What follows belongs to an exercise in optimizing a design on an open flow for small area, a short achievable clock period and few clock cycles per item; a production flow would make more cautious choices.
At most, simulation tests tie the RTL to the original design; equivalence was not proved.
Power and IR drop assume default switching activity.

## sha256_msg_sched
module sha256_msg_sched #(
  parameter int IN_W   = 8,
  parameter int ROUNDS = 64
) (
  input  logic            clk,
  input  logic            rst,
  input  logic            abort,
  input  logic [IN_W-1:0] in_data,
  input  logic            in_valid,
  output logic            in_ready,
  output logic [31:0]     w_data,
  output logic [5:0]      w_idx,
  output logic            w_valid,
  input  logic            w_ready,
  output logic            busy,
  output logic            dbg_state
);
clock: 4.6 ns
lec_check: 0
cap_margin: 20
core_margin: 2
core_utilization: 55
slew_margin: 20
run.sh (not shown) runs the stock make flow with config.mk's settings and CLKGATE_MAP_FILE= SYNTH_SCRIPT=/design/flow/synth_recipe.tcl, a recipe that flattens the netlist after the stock synthesis.
Next try:
Settings changed: SETUP_SLACK_MARGIN set to 1.2.
What happened: Clock skew barely changes; worst hold slack stays flat; worst setup slack is better by 520 ps; via count is higher by 1.6%.
Function was not checked in any run of this note: the RTL went through the layout flow alone.

* * *

Setup of job 101:
Another version of the RTL of sha256_msg_sched (not shown whole).
For scale: ~1300 flip-flops, ~55 I/O pins.
Design sha256_msg_sched, start of the top module:
module sha256_msg_sched #(
  parameter int IN_W   = 8,
  parameter int ROUNDS = 64
) (
  input  logic            clk,
  input  logic            rst,
  input  logic            abort,
  input  logic [IN_W-1:0] in_data,
  input  logic            in_valid,
  output logic            in_ready,
  output logic [31:0]     w_data,
  output logic [5:0]      w_idx,
  output logic            w_valid,
  input  logic            w_ready,
  output logic            busy,
  output logic            dbg_state
);
export LEC_CHECK = 0
export CAP_MARGIN = 20
export CORE_MARGIN = 2
export CORE_UTILIZATION = 65
export CTS_BUF_LIST = sky130_fd_sc_hd__clkbuf_8
export CTS_CLUSTER_DIAMETER = 45
export CTS_CLUSTER_SIZE = 20
export SETUP_SLACK_MARGIN = 2.3
export SLEW_MARGIN = 20
create_clock -name core_clock -period 4.6 [get_ports {clk}]
standard.sh (not shown) runs the stock make flow with config.mk's settings and CLKGATE_MAP_FILE= SYNTH_SCRIPT=/design/flow/synth_recipe.tcl, a recipe that flattens the netlist after the stock synthesis.
==> flow/flow/run.sh <==
#!/bin/bash
# Standard layout (the standard.sh), except that
#  - synthesis maps logic with a delay-driven abc script (flow/abc_fast.script)
#    and without the full/half-adder cell step; registers are mapped before abc
#    runs, exactly as in synth_recipe.tcl, so they are the standard ones;
#  - every input and output port is buffered with buf_4 rather than the
#    default (a slow delay buffer that the resizer may not swap);
#  - clock tree synthesis adds no dummy loads.
# Each step's full log is in orfs/logs/; make's own output is in flow_make.log.
set -euo pipefail
here=$(pwd)
{
  echo 'proc abc {args} {'
  echo '  set i [lsearch $args -script]'
  echo "  if {\$i >= 0} { lset args [expr {\$i+1}] $here/flow/abc_fast.script }"
  echo '  yosys abc {*}$args'
  echo '}'
  cat synth_recipe.tcl
} > my_synth.tcl
cts="-sink_clustering_enable -repair_clock_nets -sink_clustering_size 20 -sink_clustering_max_diameter 45 -buf_list sky130_fd_sc_hd__clkbuf_8 -dont_use_dummy_load"
extra="ADDER_MAP_FILE= ABC_CLOCK_PERIOD_IN_PS=1500 CTS_ARGS=\"$cts\" BUFFER_PORTS_ARGS=\"-buffer_cell sky130_fd_sc_hd__buf_4\""
sed -e "s#SYNTH_SCRIPT=[^ ]*#SYNTH_SCRIPT=$here/my_synth.tcl $extra#" standard.sh > my_standard.sh
bash my_standard.sh > flow_make.log 2>&1
==> flow/flow/abc_fast.script <==
&get -n
&st
&if -g
&st
&dch
&nf {D}
&put
buffer -c
topo
stime -c
upsize -c {D}
dnsize -c {D}
Testbench counts of job 101, summed over its fixed seeds: cycles 12,720, blocks 192.
[inputs] job 102 vs job 101
- SETUP_SLACK_MARGIN now 1.6, was 2.3
- CORE_UTILIZATION now 55, was 65
==> flow/run.sh (new file) <==
#!/bin/bash
# synth_recipe.tcl (not shown) runs the flow's synth.tcl, then flattens the netlist and writes it again
# the make line also repeats each setting of config.mk as NAME=value (left out here)
make -C /OpenROAD-flow-scripts/flow DESIGN_CONFIG=/design/flow/config.mk WORK_HOME=/design/flow/orfs CLKGATE_MAP_FILE= SYNTH_SCRIPT=/design/flow/synth_recipe.tcl finish
removed: flow/flow/run.sh
removed: flow/flow/abc_fast.script
removed: flow/standard.sh
Findings:
Job 102 vs job 101 — summed area of non-filler cells in the final layout dropped 360 um2.
Diff job 101 -> job 102: net count after synthesis dropped 107; worst hold slack climbed 0.074 ns.
When job 102 is measured against job 101, its clock latency of the later-clocked register in the worst-skew pair turns out 0.02 ns lower.
Compared with job 101, maximum vdd ir drop in job 102 decreased by more than 10%.
Total length of routed wires (job 102 / job 101): 0.831
Job 102 reached the final stage; the timing, DRC and antenna checks on its layout passed.
Cmp job 102 and job 101 / share of total power in sequential cells / lower: job 102
Against job 101, job 102 reports a timing-limited maximum frequency that is lower.
Core util | job 102 vs job 101 | job 102 lower
Lower via count goes to job 102 over job 101.
Input-level comparison between job 103 and job 102:
- SETUP_SLACK_MARGIN: 1.6 -> 2.2
==> flow/flow/run.sh (new file) <==
#!/bin/bash
# Standard layout (the standard.sh), except that
#  - synthesis maps logic with a delay-driven abc script (flow/abc_fast.script)
#    and without the full/half-adder cell step; registers are mapped before abc
#    runs, exactly as in synth_recipe.tcl, so they are the standard ones;
#  - every input and output port is buffered with buf_4 rather than the
#    default (a slow delay buffer that the resizer may not swap);
#  - clock tree synthesis adds no dummy loads.
# Each step's full log is in orfs/logs/; make's own output is in flow_make.log.
set -euo pipefail
here=$(pwd)
{
  echo 'proc abc {args} {'
  echo '  set i [lsearch $args -script]'
  echo "  if {\$i >= 0} { lset args [expr {\$i+1}] $here/flow/abc_fast.script }"
  echo '  yosys abc {*}$args'
  echo '}'
  cat synth_recipe.tcl
} > my_synth.tcl
cts="-sink_clustering_enable -repair_clock_nets -sink_clustering_size 30 -sink_clustering_max_diameter 60 -buf_list sky130_fd_sc_hd__clkbuf_16 -dont_use_dummy_load"
extra="ADDER_MAP_FILE= ABC_CLOCK_PERIOD_IN_PS=1500 CTS_ARGS=\"$cts\" BUFFER_PORTS_ARGS=\"-buffer_cell sky130_fd_sc_hd__buf_4\""
sed -e "s#SYNTH_SCRIPT=[^ ]*#SYNTH_SCRIPT=$here/my_synth.tcl $extra#" standard.sh > my_standard.sh
bash my_standard.sh > flow_make.log 2>&1
==> flow/flow/abc_fast.script (new file) <==
&get -n
&st
&if -g
&st
&dch
&nf {D}
&put
buffer -c
topo
stime -c
upsize -c {D}
dnsize -c {D}
==> flow/standard.sh (new file) <==
#!/bin/bash
# synth_recipe.tcl (not shown) runs the flow's synth.tcl, then flattens the netlist and writes it again
# the make line also repeats each setting of config.mk as NAME=value (left out here)
make -C /OpenROAD-flow-scripts/flow DESIGN_CONFIG=/design/flow/config.mk WORK_HOME=/design/flow/orfs CLKGATE_MAP_FILE= SYNTH_SCRIPT=/design/flow/synth_recipe.tcl "${@:-finish}"
removed: flow/run.sh
==> notes.md <==
Taking job 102 as the reference, in job 103 power per cell area has increased, half-perimeter wire length after detailed placement climbed 27%, number of buffers created by CTS lost 52, worst IR drop on VDD increased by 23% relative to the old numbers, final weighted congestion in routability-driven placement shows a reduction of 1.1%. Relative to job 102, sequential power has increased by about 20% in job 103. Setup WNS job 102 -> job 103: better. Global-route wire length before repair of job 103 exceeds that of job 102 by more than 10%.
Relative to job 103, the following input files were edited for job 104:
-- flow/flow/run.sh --
<<< job 103, line 19
} > my_synth.tcl
cts="-sink_clustering_enable -repair_clock_nets -sink_clustering_size 30 -sink_clustering_max_diameter 60 -buf_list sky130_fd_sc_hd__clkbuf_16 -dont_use_dummy_load"
extra="ADDER_MAP_FILE= ABC_CLOCK_PERIOD_IN_PS=1500 CTS_ARGS=\"$cts\" BUFFER_PORTS_ARGS=\"-buffer_cell sky130_fd_sc_hd__buf_4\""
>>> job 104, line 19
} > my_synth.tcl
cts="-sink_clustering_enable -repair_clock_nets -sink_clustering_size 20 -sink_clustering_max_diameter 45 -buf_list sky130_fd_sc_hd__clkbuf_8 -dont_use_dummy_load"
extra="ADDER_MAP_FILE= ABC_CLOCK_PERIOD_IN_PS=1500 CTS_ARGS=\"$cts\" BUFFER_PORTS_ARGS=\"-buffer_cell sky130_fd_sc_hd__buf_4\""
-- flow/flow/abc_fast.script --
<<< job 103, line 2
&st
&if -g
>>> job 104, line 2
&st
&if -g
&st
&syn2
&if -g
[summary]
For job 103 and job 104, there was not a single run that failed to finish clean.
Fraction of cell area in non-clock buffers ends up lower on job 103.
Delta (job 104 minus job 103): final total power fell about 14%, worst reg2reg path depth rose 3, clock network power fell about 2%, total clock buffers created by CTS rose about 90%.
[inputs] job 105 vs job 104
- CORE_UTILIZATION: 55 -> 48
-- flow/flow/abc_fast.script --
<<< job 104, line 2
&st
&if -g
&st
&syn2
&if -g
>>> job 105, line 2
&st
&if -g
Findings:
- Design area delta (job 105 − job 104): favourable
- Per the comparison of job 105 with job 104, post-synthesis simple-gate area fraction saw a decrease; non-clock buffer count now smaller; total length of routed met3 wires up about 27%; insertion delay to the later sink of the worst-skew pair shows no meaningful change; final critical path time including I/O delays and setup went up 0.022 ns.
- Largest driver fanout on the critical path: lower on job 104
- Every run (job 105 and job 104) finished clean.

afterwards: timing with drivers on the ports:
The flow's constraints put no driver on any port. The routed layouts listed below were extracted and timed again, unchanged, in two steps. Step 1 (the two cells are an assumption about what drives the block):
set clk [get_ports {clk}]
set_driving_cell -lib_cell sky130_fd_sc_hd__clkbuf_16 $clk
set_driving_cell -lib_cell sky130_fd_sc_hd__buf_2 [delete_from_list [all_inputs] $clk]
Step 2 times the ports against the registers' clock, not the clock port: input delays grow and output delays shrink by t, the midpoint of the rising clock arrivals with the driver on. a / b / c = ideal ports / drivers / drivers and shift; a / b = the first two.
run | t (ns) | setup WS [ns] | worst setup path at the end | slew at the worst register clock pin (ns)
the first run of note 1 | 0.631 | 0.747 / 0.747 / 0.747 | register to register | 0.07 / 0.07
the second run of note 1 | 0.637 | 1.269 / 1.269 / 1.047 | input to register | 0.07 / 0.07
job 101 | 0.758 | 2.231 / 2.231 / 1.704 | input to register | 0.12 / 0.12
job 102 | 0.775 | 1.667 / 1.667 / 1.472 | input to register | 0.11 / 0.11
job 103 | 0.693 | 2.209 / 2.209 / 1.731 | input to register | 0.11 / 0.11
job 104 | 0.752 | 2.156 / 2.156 / 1.755 | input to register | 0.11 / 0.11
job 105 | 0.773 | 2.134 / 2.134 / 1.673 | input to register | 0.11 / 0.11
After both steps every run listed still meets setup and hold. For job 101, which loses most, drivers alone change the setup slack by 0.000 ns; drivers and shift together by -0.527 ns.
